Source: an optimization exercise on an open RTL-to-GDS flow (aim: small area). Production flows keep margins and buffers that such runs may drop. Function was checked by simulation only, so behaviour that the tests miss may differ from the original. No activity file was given, so power comes from the tool's default toggle rates.

## flow/design.v (module list and top-level ports; edited modules follow where they fit)
// module cplx_mac: 1284 lines
// module acc_res: 77 lines
// module dft_bin_acc: 69 lines
module dft_bin_acc
#(
    parameter int N      = 256,
    parameter int PH_LAT = 6,
    parameter int ACC_W  = dft_pkg::ACC_W_DEF
) (
    input  logic                     CK,
    input  logic                     RST,
    input  logic                     START,
    input  logic signed [dft_pkg::PH_W-1:0]   cos0,
    input  logic signed [dft_pkg::PH_W-1:0]   sin0,
    input  logic signed [dft_pkg::PH_W-1:0]   cos1,
    input  logic signed [dft_pkg::PH_W-1:0]   sin1,
    output logic [dft_pkg::ADDR_W-1:0]        smp_addr,
    input  logic signed [dft_pkg::SMP_W-1:0]  smp_data,
    output logic signed [ACC_W-1:0]  re0,
    output logic signed [ACC_W-1:0]  im0,
    output logic signed [ACC_W-1:0]  re1,
    output logic signed [ACC_W-1:0]  im1,
    output logic                     busy,
    output logic                     done
);
  // ...
==> flow/flow/run.sh <==
#!/bin/bash
# Standard layout, with an area-oriented synthesis: the standard flow's synthesis script
# with Yosys synth's generic "abc -fast" skipped (so the hand-built adder
# cells survive to extract_fa) and the final ABC mapping done with
# flow/abc_area.script instead of ORFS's delay-oriented script.
set -euo pipefail
W=$(pwd)
{
  echo 'proc synth {args} { if {[lsearch $args fine:] >= 0} { yosys synth -nofsm -noshare -noabc {*}$args } else { yosys synth -nofsm -noshare {*}$args } }'
  echo "proc abc {args} { set i [lsearch \$args -script]; if {\$i >= 0} { lset args [expr {\$i + 1}] $W/flow/abc_area.script }; yosys abc {*}\$args }"
  tail -n +2 synth_recipe.tcl
} > my_synth.tcl
sed "s#SYNTH_SCRIPT=[^ ]*#SYNTH_SCRIPT=$W/my_synth.tcl#" standard.sh > my_standard.sh
bash my_standard.sh > flow.log 2>&1
==> flow/flow/abc_area.script <==
&get -n
&st
&dch
&nf -a
&put
topo
==> flow/standard.sh <==
#!/bin/bash
# synth_recipe.tcl (not shown) runs the flow's synth.tcl, then flattens the netlist and writes it again
# the make line also repeats each setting of config.mk as NAME=value (left out here)
make -C /OpenROAD-flow-scripts/flow DESIGN_CONFIG=/design/flow/config.mk WORK_HOME=/design/flow/orfs CLKGATE_MAP_FILE= SYNTH_SCRIPT=/design/flow/synth_recipe.tcl "${@:-finish}"
==> flow/config.mk <==
export PLATFORM = sky130hd
export DESIGN_NAME = dft_bin_acc
export DESIGN_NICKNAME = dft_bin_acc
export VERILOG_FILES = /design/flow/design.v
export SDC_FILE = /design/flow/constraint.sdc
export NUM_CORES = 4
export LEC_CHECK = 0
export CAP_MARGIN = 20
export CORE_MARGIN = 2
export CORE_UTILIZATION = 40
export SLEW_MARGIN = 20
==> flow/constraint.sdc <==
create_clock -name core_clock -period 11.0 [get_ports {CK}]
set_input_delay 2.2000 -clock core_clock [delete_from_list [all_inputs] [get_ports {CK}]]
set_output_delay 2.2000 -clock core_clock [all_outputs]
set_load 0.01 [all_outputs]
==> notes.md, run 1 <==
status complete, no violations; area of the multi-input gates 30,160 um^2; CP arrival 10.86 ns; pin count of the biggest net entering global routing 75; Die Span X between 300 and 400 um; Seq cells post-synth around 190; clk_buf instances 17; grt met1 use 0.3510; bufs w/o clock between 400 and 500; Wirelength per Cell 24.04 um; layout overhead on the synthesized area 18.98%; hold path cells 1; Top Metal Used met4; CP Max Fanout 22; routed vias/inst 5.678; DP Area around 42,000 um^2; Clock Sinks roughly 190; DR WL met3 a little under 8 mm; Final Wtd Congestion slightly below 0.9; PostCTS Resize Cnt 0; Pins Over Slew Limit 0; most frequent cells in the layout o22ai_1 (610), fa_1 (594), xnor2_1 (371), xor2_1 (365), clkdlybuf4s50_1 (295); FMAX about 0.096 GHz; Final Instance Count excl. Fillers ~4,800; fillers approximately 8,100; clock network power about 0.73 mW; Worst R2R Start cnt[0]$_SDFF_PP0_; Netlist cell types 29; Simple-Gate Fraction of Synth Area 0.03402; most used cell, CP fa_2; unrepaired setup endpoints after global routing false; hold_buf cts 0; htree depth 4; Fin Setup TNS 0 ns; commonest cells in the netlist fa_1 (716), o22ai_1 (610), xnor2_1 (374), xor2_1 (365), ha_1 (235); clk_skew around 0.023 ns; ys async rst share 0.9536; Final Critical Period 10.39 ns; GRT met3 Usage 0.04783; final instance area 42,540 um^2; setup ws final roughly 0.61 ns
==> run 2: changes to the inputs <==
==> flow/run.sh (new file) <==
#!/bin/bash
# synth_recipe.tcl (not shown) runs the flow's synth.tcl, then flattens the netlist and writes it again
# the make line also repeats each setting of config.mk as NAME=value (left out here)
make -C /OpenROAD-flow-scripts/flow DESIGN_CONFIG=/design/flow/config.mk WORK_HOME=/design/flow/orfs CLKGATE_MAP_FILE= SYNTH_SCRIPT=/design/flow/synth_recipe.tcl finish
removed: flow/flow/run.sh
removed: flow/flow/abc_area.script
removed: flow/standard.sh
==> run 2 against run 1 <==
Compared with the run above:
- synthesized cell count is 100% higher
- synthesized area is 44% higher
- combinational power is 9% lower
==> notes.md, run 2 <==
status complete, no violations; Inst Count DP 8,009; total routed wirelength around 220 mm; Netlist cell types 62 (+110%); Post-CTS Setup Inserts 0; share of layout cells above drive strength 1 0.09327; Main synth FF type dfrtp_1; Worst slew margin 0.1510; first-pass GRT wire length between 300 and 400 mm; Clock Sinks 194 (unchanged); Area contributors post-synth fa_1 (28%), dfrtp_1 (9.0%), o22ai_1 (7.2%), a21oi_1 (6.5%), inv_1 (5.8%); routed vias/inst 6.437 (+13%); most used cell, CP fa_1; commonest non-fill, non-tap cell in the layout inv_1; Slowest-stage cell, CP and2_2; area of the multi-input gates 39,300 um^2 (+30%); WP data required about 11 ns; Hold Crit Start a_re0[43]$_DFF_PP0_; Die H between 300 and 400 um; Post-synth EDFFs 0; Pins Over Slew Limit 0 (unchanged); final net count about 7,400; Synth Cell Area ~50,000 um^2; hold_buf cts 0 (unchanged); final setup vio count 0; Worst R2R Start cnt[0]$_SDFF_PP0_; vias in the first global route about 50,000; Final Util 0.4415; routed vias 51,810; leakage around 24 nW; Starting DRT DRC Count around 7,300; Simple-Gate Fraction of Synth Area 0.1171 (+0.08304); PostCTS Resize Cnt 0 (unchanged); largest family of logic cells by synthesized area adder cells; register area 4810 um^2; most frequent cells in the layout inv_1 (786), fa_1 (712), a21oi_1 (668), o22ai_1 (594), nand2_1 (482); setup ws final 0.6122 ns (+0.004986 ns); clk buf depth 2; Worst-Margin Slew ~1.3 ns; Seq cells post-synth 194 (unchanged); Initial Util 0.4025; top-area cell type share of the netlist area 0.2777; dpl ws between 0.15 and 0.2 ns; I/O pin cnt a little under 300; CP arrival 10.84 ns (-0.02 ns); register area share after synthesis 0.09371; worst skew pair latency roughly 0.6 ns; Clock Pin Slew Worst Setup and Hold Paths ~0.090 ns; worst hold path class register to register; pin count of the biggest net entering global routing 88 (+17%); commonest cells in the netlist inv_1 (787), fa_1 (712), a21oi_1 (668), o22ai_1 (594), clkbuf_1 (525); hpwl dp 164.5 mm; htree depth 4 (unchanged); post-synthesis area per instance just under 8 um^2; Wirelength per Cell 27.58 um (+15%); # port buffers 295; worst flop-to-flop path endpoint a_im1[19]$_DFF_PP0_; power density cells between 200 and 300 nW/um^2; fraction of the mapped netlist area in adder cells 0.3477; FF-to-FF setup slack roughly 0.61 ns; Final Critical Period 10.39 ns (-0.004986 ns); total track usage 0.3325; Hold Path End a_re0[43]$_DFF_PP0_; FMAX 0.09627 GHz (about the same); number of max-cap violations 0; area fraction in compound gates after synthesis 0.2818; clk_skew 0.03345 ns (+0.01042 ns); dominant cell type by area after synthesis fa_1; core area 127,500 um^2; fillers 12,790 (+58%); Crit path largest cell delay ~0.68 ns; Max IR drop VDD 0.0002886 V; most numerous cell in the Yosys netlist inv_1; initial antenna violation count 17; Final Instance Count excl. Fillers 8,048 (+68%); unrepaired setup endpoints after global routing false; Final ANT Viol Nets 0; final instance area 56,300 um^2 (+32%); ys async rst share 0.9536 (unchanged); R2R cell count 28; critical path class register to register; Fin Setup TNS 0 ns (unchanged); CTS Buf Count 17; CP Max Fanout 20 (-9.1%); row count approximately 130; DP Area 55,670 um^2 (+33%); Final Hold Fails 0; Synth Area in XOR/XNOR 0.01604; hold path cells 2 (+1); total of warnings raised by yosys 1; Final Wtd Congestion 1.014 (+14%); Crit path buffers/inverters 3; layout overhead on the synthesized area 9.683%; Syn Inst Count between 6,000 and 7,000; Final period util 0.9443; Net Count, Synth 7,551; cell family with most CP delay adder cells; Setup crit end kind register; post-synthesis mux area share 0.0009995; Die Area about 130,000 um^2; root buf cell clkbuf_16; CTS tree done; DR pass1 iterations 10; Die Span X 362.2 um (+20%); DRC 0; GRT Residual Overflow 0; CP Launch Type register
## run 2: changes by cell type after synthesis, moves of 160 or more
cell	previous run	this run
clkbuf_1	0	525
clkinv_1	217	6
nand2_1	174	482
buf_2	0	160
a21oi_1	44	668
xnor2_1	374	68
xor2_1	365	26
o221ai_1	0	163
inv_1	0	787
a22oi_1	0	199
## run 2: area by class of cell
cell class	count	share of cell area
diodes	7	0.0003112
clock buffers	19	0.008068
clock inverters	13	0.002711
inverters	795	0.05314
multi-input cells	4607	0.6981
flip-flops and latches	194	0.08543
well taps	1662	0.03694
repair buffers	751	0.1153
## run 2: through the flow
| step | hold WS, ns | total power [mW] |
|---|---|---|
| detailed placement | 0.5490 | 14.82 |
| floorplan | 0.5301 | 10.98 |
| global placement | 0.5429 | 14.46 |
| global route | 0.5732 | 17.86 |
| finish | 0.5537 | 15.34 |
| CTS | 0.5621 | 15.72 |
## run 2: cell families (layout without fill, tap and decap cells)
| logic type | count (synthesis) | after routing |
|---|---|---|
| simple gates | 1261 | 1261 |
| flops | 194 | 194 |
| fa+ha+maj | 1014 | 1014 |
| other cells | 0 | 7 |
| xor+xnor | 94 | 94 |
| buf+inv | 1718 | 1578 |
| compound gates | 2233 | 2233 |
| mux | 5 | 5 |
## run 2: where the power goes
group / leakage, nW / switching, mW / internal (mW) / total [mW]
combinational: 21.4 / 7.11 / 5.73 / 12.8
sequential: 2.22 / 0.266 / 1.49 / 1.76
clock: 0.296 / 0.420 / 0.322 / 0.742
## run 2: worst max path at each step
stage	start	to	slack [ns]	cells after the start
final	cnt[0]$_SDFF_PP0_	a_im1[19]$_DFF_PP0_	0.61	28
after global routing	cnt[0]$_SDFF_PP0_	a_im1[19]$_DFF_PP0_	0.33	28
after CTS	cnt[0]$_SDFF_PP0_	a_im1[19]$_DFF_PP0_	0.65	28
after detailed placement	cos1[1]	a_re1[19]$_DFF_PP0_	0.18	26
after global placement	cos1[1]	a_re1[19]$_DFF_PP0_	0.24	26
after floorplan	smp_data[2]	a_im0[19]$_DFF_PP0_	0.72	28
## run 2: routing by layer
layer,up-vias,share of wire,GRT usage
li1,22230,-,-
met1,25270,0.37,0.4214
met2,3468,0.44,0.5037
met3,828,0.11,0.07992
met4,16,0.078,0.2193
met5,-,0.00044,0.007029
## run 2: worst reg2reg max path: cells and delay by family (launching register included)
family	cells	cell delay, ns
buf+inv	3	0.22
mux	1	0.17
compound gates	1	0.61
flops	1	0.60
fa+ha+maj	20	7.14
simple gates	3	1.53

static timing again, ports no longer ideal:
The results above use ideal ports. As a check the final layouts listed here were re-extracted and re-timed, cells and wires unchanged.
Step 1 sets driving cells, clkbuf_16 on the clock port and buf_2 on the other inputs (assumed; they add their load-dependent delay and slew).
Step 2 moves the port delays by t, midway between the first and last clock arrival at a register: inputs arrive t later, outputs are due t later. That takes back most of the time a late clock gives input paths.
a / b / c = ideal ports / drivers / drivers and shift; a / b = the first two.
run	t (ns)	setup WS [ns]	worst hold slack (ns)	clock arrival spread, ns	worst slew at a driven data input, ns
run 1	0.589	0.607 / 0.622 / 0.033	0.527 / 0.527 / 0.527	0.028 / 0.028	0.08
run 2	0.653	0.612 / 0.612 / -0.040	0.554 / 0.554 / 0.554	0.045 / 0.045	0.22
Met with ideal ports but missed after step 2: setup timing in run 2. The setup slack of run 2, which loses most, moves by 0.000 ns with the drivers and by -0.652 ns with both steps.
